Context: an optimization exercise on an open-source flow, tuned for small area. The choices shown serve that exercise and are no tape-out recipe.
Only simulation tests tie the RTL to the original design; equivalence was not proved.
No activity file was given, so power comes from the tool's default toggle rates.

==> flow/design.v <==
package heapsort_pkg;
   localparam int DATA_W = 32;
   localparam int DIGITS  = 4;
   localparam int DIGIT_W = DATA_W / DIGITS;
endpackage
import heapsort_pkg::*;
module heap_dpram #(
   parameter int NW = 31
)(
   input  logic                  clk,
   input  logic [NW-1:0]         i_we,
   input  logic [DIGIT_W-1:0]    i_wdig,
   output logic [NW*DIGIT_W-1:0] o_rdig
);
   for (genvar g = 0; g < NW; g++) begin : g_word
      logic [DATA_W-1:0]  r_word;
      logic [DIGIT_W-1:0] w_wrap;
      assign o_rdig[g*DIGIT_W +: DIGIT_W] = r_word[DATA_W-1 -: DIGIT_W];
      assign w_wrap = i_we[g] ? i_wdig : r_word[DATA_W-1 -: DIGIT_W];
      always_ff @(posedge clk)
         r_word <= {r_word[DATA_W-DIGIT_W-1:0], w_wrap};
   end
endmodule
import heapsort_pkg::*;
module heapsort #(
   parameter int LEVEL = 4
)(
   input  logic              clk,
   input  logic              rst,
   input  logic              fs,
   input  logic              en_rec_in,
   input  logic [DATA_W-1:0] data_in,
   output logic [DATA_W-1:0] data_out
);
   localparam int N  = (2 ** (LEVEL + 1)) - 1;
   localparam int IW = LEVEL + 1;
   localparam int PW = 2;      
   localparam logic [IW-1:0] LAST  = IW'(N - 1);
   localparam logic [PW-1:0] PLAST = PW'(DIGITS - 1);
   logic              r_fs;
   logic [PW-1:0]     r_ph;       
   logic              r_ph0;      
   logic              r_steady;   
   logic [IW-1:0]     r_cnt;      
   logic [IW-1:0]     r_idx;      
   logic              r_pend;     
   logic              r_win;      
   logic              r_fin;      
   logic              r_late;     
   logic [N-1:0]      r_drn;      
   logic [N-1:0]      r_alive;
   logic              r_alive_p;  
   logic              r_swp;      
   logic [DATA_W-1:0] r_pn;
   logic [DATA_W-1:0] r_dout;
   logic                 w_evt;
   logic                 w_full;
   logic [N-1:0]         w_we;
   logic [N-1:0]         w_tgt;
   logic                 w_clr;
   logic                 w_add;
   logic [N*DIGIT_W-1:0] w_rdig;
   logic [N-1:0]         w_alive;
   logic                 w_alive_p;
   logic [DIGIT_W-1:0]   w_min;
   logic [IW-1:0]        w_first;
   assign w_evt    = fs & ~r_fs & en_rec_in;
   assign w_full   = (r_cnt == LAST);
   assign data_out = r_dout;
   always_comb begin
      w_tgt = '0;
      w_tgt[r_idx] = 1'b1;
      w_we = r_win ? w_tgt : '0;
   end
   heap_dpram #(.NW(N)) u_store (
      .clk    (clk),
      .i_we   (w_we),
      .i_wdig (r_pn[DATA_W-1 -: DIGIT_W]),
      .o_rdig (w_rdig)
   );
   always_comb begin
      logic z;
      w_alive   = r_ph0 ? r_drn : r_alive;
      w_alive_p = r_ph0 ? (r_win & r_swp) : r_alive_p;
      for (int b = DIGIT_W - 1; b >= 0; b--) begin
         z = w_alive_p & ~r_pn[DATA_W - DIGIT_W + b];
         for (int w = 0; w < N; w++) z = z | (w_alive[w] & ~w_rdig[w*DIGIT_W + b]);
         w_min[b] = ~z;
         for (int w = 0; w < N; w++) w_alive[w] = w_alive[w] & ~(w_rdig[w*DIGIT_W + b] & z);
         w_alive_p = w_alive_p & ~(r_pn[DATA_W - DIGIT_W + b] & z);
      end
   end
   assign w_clr = w_evt | r_late;
   assign w_add = r_fin & r_swp & ~r_alive_p;
   always_comb begin
      w_first = '0;
      for (int w = N - 1; w >= 0; w--)
         if (r_alive[w]) w_first = IW'(w);
   end
   always_ff @(posedge clk) begin
      r_alive   <= w_alive;
      r_alive_p <= w_alive_p;
      r_pn <= ({DATA_W{w_evt}} & data_in) |
              ({DATA_W{~w_evt & r_win}} & {r_pn[DATA_W-DIGIT_W-1:0], w_min}) |
              ({DATA_W{~w_evt & ~r_win}} & r_pn);
      if (w_evt & w_full) r_drn <= r_fin ? '1 : ~w_tgt;
      else                r_drn <= (r_drn & ~(w_clr ? w_tgt : '0)) | (w_add ? w_tgt : '0);
      if (w_evt)          r_swp <= w_full;
      if (!rst) begin
         r_fs     <= 1'b0;
         r_ph     <= '0;
         r_ph0    <= 1'b1;
         r_steady <= 1'b0;
         r_cnt    <= '0;
         r_idx    <= '0;
         r_pend   <= 1'b0;
         r_win    <= 1'b0;
         r_fin    <= 1'b0;
         r_late   <= 1'b0;
         r_dout   <= '0;
      end else begin
         r_fs <= fs;
         r_ph <= r_ph + PW'(1);
         r_ph0 <= (r_ph == PLAST);
         if (w_evt) begin
            if (r_steady) r_dout <= r_pn;
            if (w_full) begin
               r_cnt    <= '0;
               r_steady <= 1'b1;
            end else begin
               r_cnt <= r_cnt + IW'(1);
            end
         end
         if (r_ph == PLAST) begin
            r_win  <= r_pend | w_evt;
            r_pend <= 1'b0;
         end else if (w_evt) begin
            r_pend <= 1'b1;
         end
         r_fin <= r_win & (r_ph == PLAST);
         if (r_fin && !r_alive_p) r_idx <= r_steady ? w_first : r_cnt;
         r_late <= w_evt & r_fin;
      end
   end
endmodule
clock: 14.0 ns
lec_check: 0
abc_area: 1
cap_margin: 20
core_margin: 2
core_utilization: 65
gpl_timing_driven: 0
place_density: 0.85
slew_margin: 20
standard.sh (not shown) runs the stock make flow with config.mk's settings and CLKGATE_MAP_FILE= SYNTH_SCRIPT=/design/flow/synth_recipe.tcl, a recipe that flattens the netlist after the stock synthesis.
==> flow/flow/run.sh <==
#!/bin/bash
# Layout flow: the standard ORFS flow with three changes.
#  1. After the standard synthesis (run unchanged), the combinational logic of
#     its netlist is re-mapped for area by Yosys/ABC (remap.ys with each of
#     remap*.abc; the smallest result is kept). Every register keeps its
#     instance name and cell type.
#  2. Ports are buffered with sky130_fd_sc_hd__buf_1.
#  3. Clock tree synthesis adds no dummy loads and uses small clock buffers.
# Each tool's output goes to its own log here (synth.log, remap_models.log,
# remap_N.log, make.log); ORFS keeps per-step logs under orfs/logs/.
set -euo pipefail
W=$(pwd)
P=${FLOW_PLATFORM:-sky130hd}
R=$W/orfs/results/$P/heapsort/base
L=$W/orfs/logs/$P/heapsort/base
LIB=$FLOW_HOME/platforms/$P/lib/sky130_fd_sc_hd__tt_025C_1v80.lib
YS=${YOSYS_EXE:-$(command -v yosys || echo $FLOW_HOME/../tools/install/yosys/bin/yosys)}

bash standard.sh synth > synth.log 2>&1

cp "$R/1_2_yosys.v" "$W/std_netlist.v"
python3 flow/mkmodels.py "$LIB" "$W/cells_comb.v" > remap_models.log 2>&1
DU=$(grep -h "abc -script" "$L/1_2_yosys.log" | head -1 | grep -o -- "-dont_use [A-Za-z0-9_]*" | tr '\n' ' ')
# Each remap*.abc is tried (up to 4 at a time); the smallest netlist is kept.
remap_one() {
  local abc=$1 n
  n=$(basename "$abc" .abc)
  sed -e "s#@LIB@#$LIB#g" -e "s#@DU@#$DU#" -e "s#@IN@#$W/std_netlist.v#" \
      -e "s#@OUT@#$W/$n.v#" -e "s#@MODELS@#$W/cells_comb.v#" \
      -e "s#@ABC@#$W/$abc#" -e "s#@CONSTR@#$W/flow/abc.constr#" \
      -e "s#@TOP@#${FLOW_TOP:-heapsort}#" flow/remap.ys > "$n.ys"
  timeout 900 "$YS" -s "$n.ys" > "$n.log" 2>&1 || rm -f "$W/$n.v"
}
jobs_run=0
for abc in flow/remap*.abc; do
  remap_one "$abc" &
  jobs_run=$((jobs_run + 1))
  if (( jobs_run % 4 == 0 )); then wait; fi
done
wait
best=""; best_area=""
for abc in flow/remap*.abc; do
  n=$(basename "$abc" .abc)
  [[ -s "$W/$n.v" ]] || continue
  a=$(grep "Chip area" "$n.log" | tail -1 | awk '{print $NF}')
  [[ -n "$a" ]] || continue
  echo "$n $a" >> remap_areas.txt
  if [[ -z "$best_area" ]] || awk -v a="$a" -v b="$best_area" 'BEGIN{exit !(a<b)}'; then
    best=$n; best_area=$a
  fi
done
echo "kept $best $best_area" >> remap_areas.txt
if [[ -n "$best" ]]; then cp "$W/$best.v" "$R/1_2_yosys.v"; fi

export BUFFER_PORTS_ARGS="-buffer_cell sky130_fd_sc_hd__buf_1"
export CTS_ARGS="-sink_clustering_enable -repair_clock_nets -dont_use_dummy_load -buf_list sky130_fd_sc_hd__clkbuf_4 -sink_clustering_size 10 -sink_clustering_max_diameter 40"
bash standard.sh finish > make.log 2>&1
==> flow/flow/remap.ys <==
# Re-map the combinational logic of the standard synthesis netlist for area.
# Registers (and every other sequential cell) stay the same instances with the
# same names and cell types: they are read as black boxes from the liberty.
read_verilog @MODELS@
read_liberty -lib -ignore_redef @LIB@
read_verilog @IN@
hierarchy -check -top @TOP@
flatten
opt_clean -purge
techmap
opt -fast
abc -script @ABC@ -liberty @LIB@ @DU@ -constr @CONSTR@ -D 11000
opt_clean -purge
delete t:$scopeinfo
hilomap -singleton -hicell sky130_fd_sc_hd__conb_1 HI -locell sky130_fd_sc_hd__conb_1 LO
insbuf -buf sky130_fd_sc_hd__buf_4 A X
check -mapped
stat -liberty @LIB@
write_verilog -nohex -nodec @OUT@
==> flow/flow/remap1.abc <==
strash
&get -n
&st
&syn2
&dch -f
&nf -a -R 1000
&put
topo
stime -c
buffer -c
upsize -c
dnsize -c
==> flow/flow/remap2.abc <==
strash
&get -n
&st
&syn3
&dch -f
&nf -a -R 1000
&put
topo
stime -c
buffer -c
upsize -c
dnsize -c
==> flow/flow/remap3.abc <==
strash
&get -n
&st
&syn2
&dch -f
&nf -a -R 1000
&st
&syn2
&dch -f
&nf -a -R 1000
&put
topo
stime -c
buffer -c
upsize -c
dnsize -c
==> flow/flow/remap4.abc <==
strash
&get -n
&st
&dch -f
&nf -a -R 1000
&put
topo
stime -c
buffer -c
upsize -c
dnsize -c
==> flow/flow/remap5.abc <==
strash
&get -n
&st
&deepsyn -T 60 -S 7
&dch -f
&nf -a -R 1000
&put
topo
stime -c
buffer -c
upsize -c
dnsize -c
==> flow/flow/remap6.abc <==
strash
&get -n
&st
&deepsyn -T 60
&dch -f
&nf -a -R 1000
&put
topo
stime -c
buffer -c
upsize -c
dnsize -c
==> flow/flow/remap7.abc <==
strash
&get -n
&st
&syn2
&deepsyn -T 120
&dch -f
&nf -a -R 1000
&put
topo
stime -c
buffer -c
upsize -c
dnsize -c
Other scripts of this flow, unchanged in this note and not shown: flow/flow/abc.constr, flow/flow/mkmodels.py
==> next run, changes <==
--- a/flow/flow/run.sh
+++ b/flow/flow/run.sh
@@ -32 +32 @@
-  timeout 900 "$YS" -s "$n.ys" > "$n.log" 2>&1 || rm -f "$W/$n.v"
+  timeout 1500 "$YS" -s "$n.ys" > "$n.log" 2>&1 || rm -f "$W/$n.v"
--- a/flow/flow/remap.ys
+++ b/flow/flow/remap.ys
@@ -8,0 +9,3 @@
+# Nets named after the ports of flattened cells (_NNN_.PIN) give way to the
+# design's own names, so no port is left behind an assign (and a buffer).
+rename -hide w:_*_.*
--- a/flow/flow/remap1.abc
+++ b/flow/flow/remap1.abc
@@ -4 +4 @@
-&syn2
+&syn3
--- a/flow/flow/remap2.abc
+++ b/flow/flow/remap2.abc
@@ -4 +4 @@
-&syn3
+&deepsyn -I 40 -T 900
==> flow/flow/remap3.abc (replaced) <==
strash
&get -n
&st
&deepsyn -I 75 -T 900 -S 11
&dch -f
&nf -a -R 1000
&put
topo
stime -c
buffer -c
upsize -c
dnsize -c
--- a/flow/flow/remap4.abc
+++ b/flow/flow/remap4.abc
@@ -2,0 +3,4 @@
+&st
+&deepsyn -I 75 -T 900 -S 23
+&dch -f
+&nf -a -R 1000
--- a/flow/flow/remap5.abc
+++ b/flow/flow/remap5.abc
@@ -4 +4 @@
-&deepsyn -T 60 -S 7
+&deepsyn -I 75 -T 900 -S 7
--- a/flow/flow/remap6.abc
+++ b/flow/flow/remap6.abc
@@ -4 +4 @@
-&deepsyn -T 60
+&deepsyn -I 75 -T 900 -S 17
removed: flow/flow/remap7.abc
What happened: Via count came out lower by about 0.6%. Clock power stays flat. Hold slack gains 0.0044 ns. First-iteration DRC count came out lower by 6.7%. Total power came out lower by 2.2%.
==> next run, changes <==
--- a/flow/flow/run.sh
+++ b/flow/flow/run.sh
@@ -32 +32 @@
-  timeout 1500 "$YS" -s "$n.ys" > "$n.log" 2>&1 || rm -f "$W/$n.v"
+  timeout 900 "$YS" -s "$n.ys" > "$n.log" 2>&1 || rm -f "$W/$n.v"
--- a/flow/flow/remap2.abc
+++ b/flow/flow/remap2.abc
@@ -4 +4 @@
-&deepsyn -I 40 -T 900
+&deepsyn -T 60 -S 7
==> flow/flow/remap3.abc (replaced) <==
strash
&get -n
&st
&deepsyn -T 60
&dch -f
&nf -a -R 1000
&put
topo
stime -c
buffer -c
upsize -c
dnsize -c
==> flow/flow/remap4.abc (replaced) <==
strash
&get -n
&st
&deepsyn -T 120 -S 11
&dch -f
&nf -a -R 1000
&put
topo
stime -c
buffer -c
upsize -c
dnsize -c
==> flow/flow/remap5.abc (replaced) <==
strash
&get -n
&st
&deepsyn -T 120 -S 23
&dch -f
&nf -a -R 1000
&st
&dch -f
&nf -a -R 1000
&put
topo
stime -c
buffer -c
upsize -c
dnsize -c
==> flow/flow/remap6.abc (replaced) <==
strash
&get -n
&st
&deepsyn -T 120 -S 17
&dch -f
&nf -a -R 1000
&put
topo
stime -c
buffer -c
upsize -c
dnsize -c
==> flow/flow/remap7.abc (new file) <==
strash
&get -n
&st
&deepsyn -T 120 -S 29
&dch -f
&nf -a -R 1000
&st
&dch -f
&nf -a -R 1000
&put
topo
stime -c
buffer -c
upsize -c
dnsize -c
==> flow/flow/remap8.abc (new file) <==
strash
&get -n
&st
&deepsyn -T 120 -S 41
&dch -f
&nf -a -R 1000
&put
topo
stime -c
buffer -c
upsize -c
dnsize -c
=> Worst hold slack barely changes; first-iteration DRC count rises by 8.7%; sequential share of layout area came out higher by 0.60 points; power goes up by 2.2%; final cell count came out lower by 0.68%.
==> next run, changes <==
--- a/flow/flow/remap1.abc
+++ b/flow/flow/remap1.abc
@@ -4 +4 @@
-&syn3
+&syn2
--- a/flow/flow/remap2.abc
+++ b/flow/flow/remap2.abc
@@ -4 +4 @@
-&deepsyn -T 60 -S 7
+&syn3
--- a/flow/flow/remap3.abc
+++ b/flow/flow/remap3.abc
@@ -4 +4,5 @@
-&deepsyn -T 60
+&syn2
+&dch -f
+&nf -a -R 1000
+&st
+&syn2
==> flow/flow/remap4.abc (replaced) <==
strash
&get -n
&st
&dch -f
&nf -a -R 1000
&put
topo
stime -c
buffer -c
upsize -c
dnsize -c
==> flow/flow/remap5.abc (replaced) <==
strash
&get -n
&st
&deepsyn -T 60 -S 7
&dch -f
&nf -a -R 1000
&put
topo
stime -c
buffer -c
upsize -c
dnsize -c
--- a/flow/flow/remap6.abc
+++ b/flow/flow/remap6.abc
@@ -4 +4 @@
-&deepsyn -T 120 -S 17
+&deepsyn -T 60
==> flow/flow/remap7.abc (replaced) <==
strash
&get -n
&st
&syn2
&deepsyn -T 120
&dch -f
&nf -a -R 1000
&put
topo
stime -c
buffer -c
upsize -c
dnsize -c
removed: flow/flow/remap8.abc
After rerunning: Total power stays the same; area after synthesis does not change; routed wire length is unchanged; clock-buffer cell count stays the same; core utilization stays the same; clock power is about the same; final cell count is unchanged; hold slack is unchanged; first-iteration DRC count does not change.

[what the ideal ports hide]
How much do the figures lean on ideal ports? The routed layouts below were timed once more, with nothing changed but the port constraints.
Step 1 assumes that a clkbuf_16 drives the clock port and a buf_2 every other input.
Step 2 moves the port delays by t, midway between the first and last clock arrival at a register: inputs arrive t later, outputs are due t later. That takes back most of the time a late clock gives input paths.
Three values: no drivers, after step 1, after step 2; two values: the first two.
run | t, ns | setup WS [ns] | worst setup path at the end | slew at the worst register clock pin (ns) | worst data-port slew with drivers (ns)
the first run | 1.040 | 0.486 / 0.486 / 0.486 | register to register | 0.12 / 0.12 | 0.06
the second run | 1.058 | 0.419 / 0.419 / 0.419 | register to register | 0.11 / 0.11 | 0.05
the third run | 1.026 | 0.546 / 0.546 / 0.546 | register to register | 0.11 / 0.11 | 0.05
the fourth run | 1.026 | 0.546 / 0.546 / 0.546 | register to register | 0.11 / 0.11 | 0.05
After both steps every run listed still meets setup and hold.
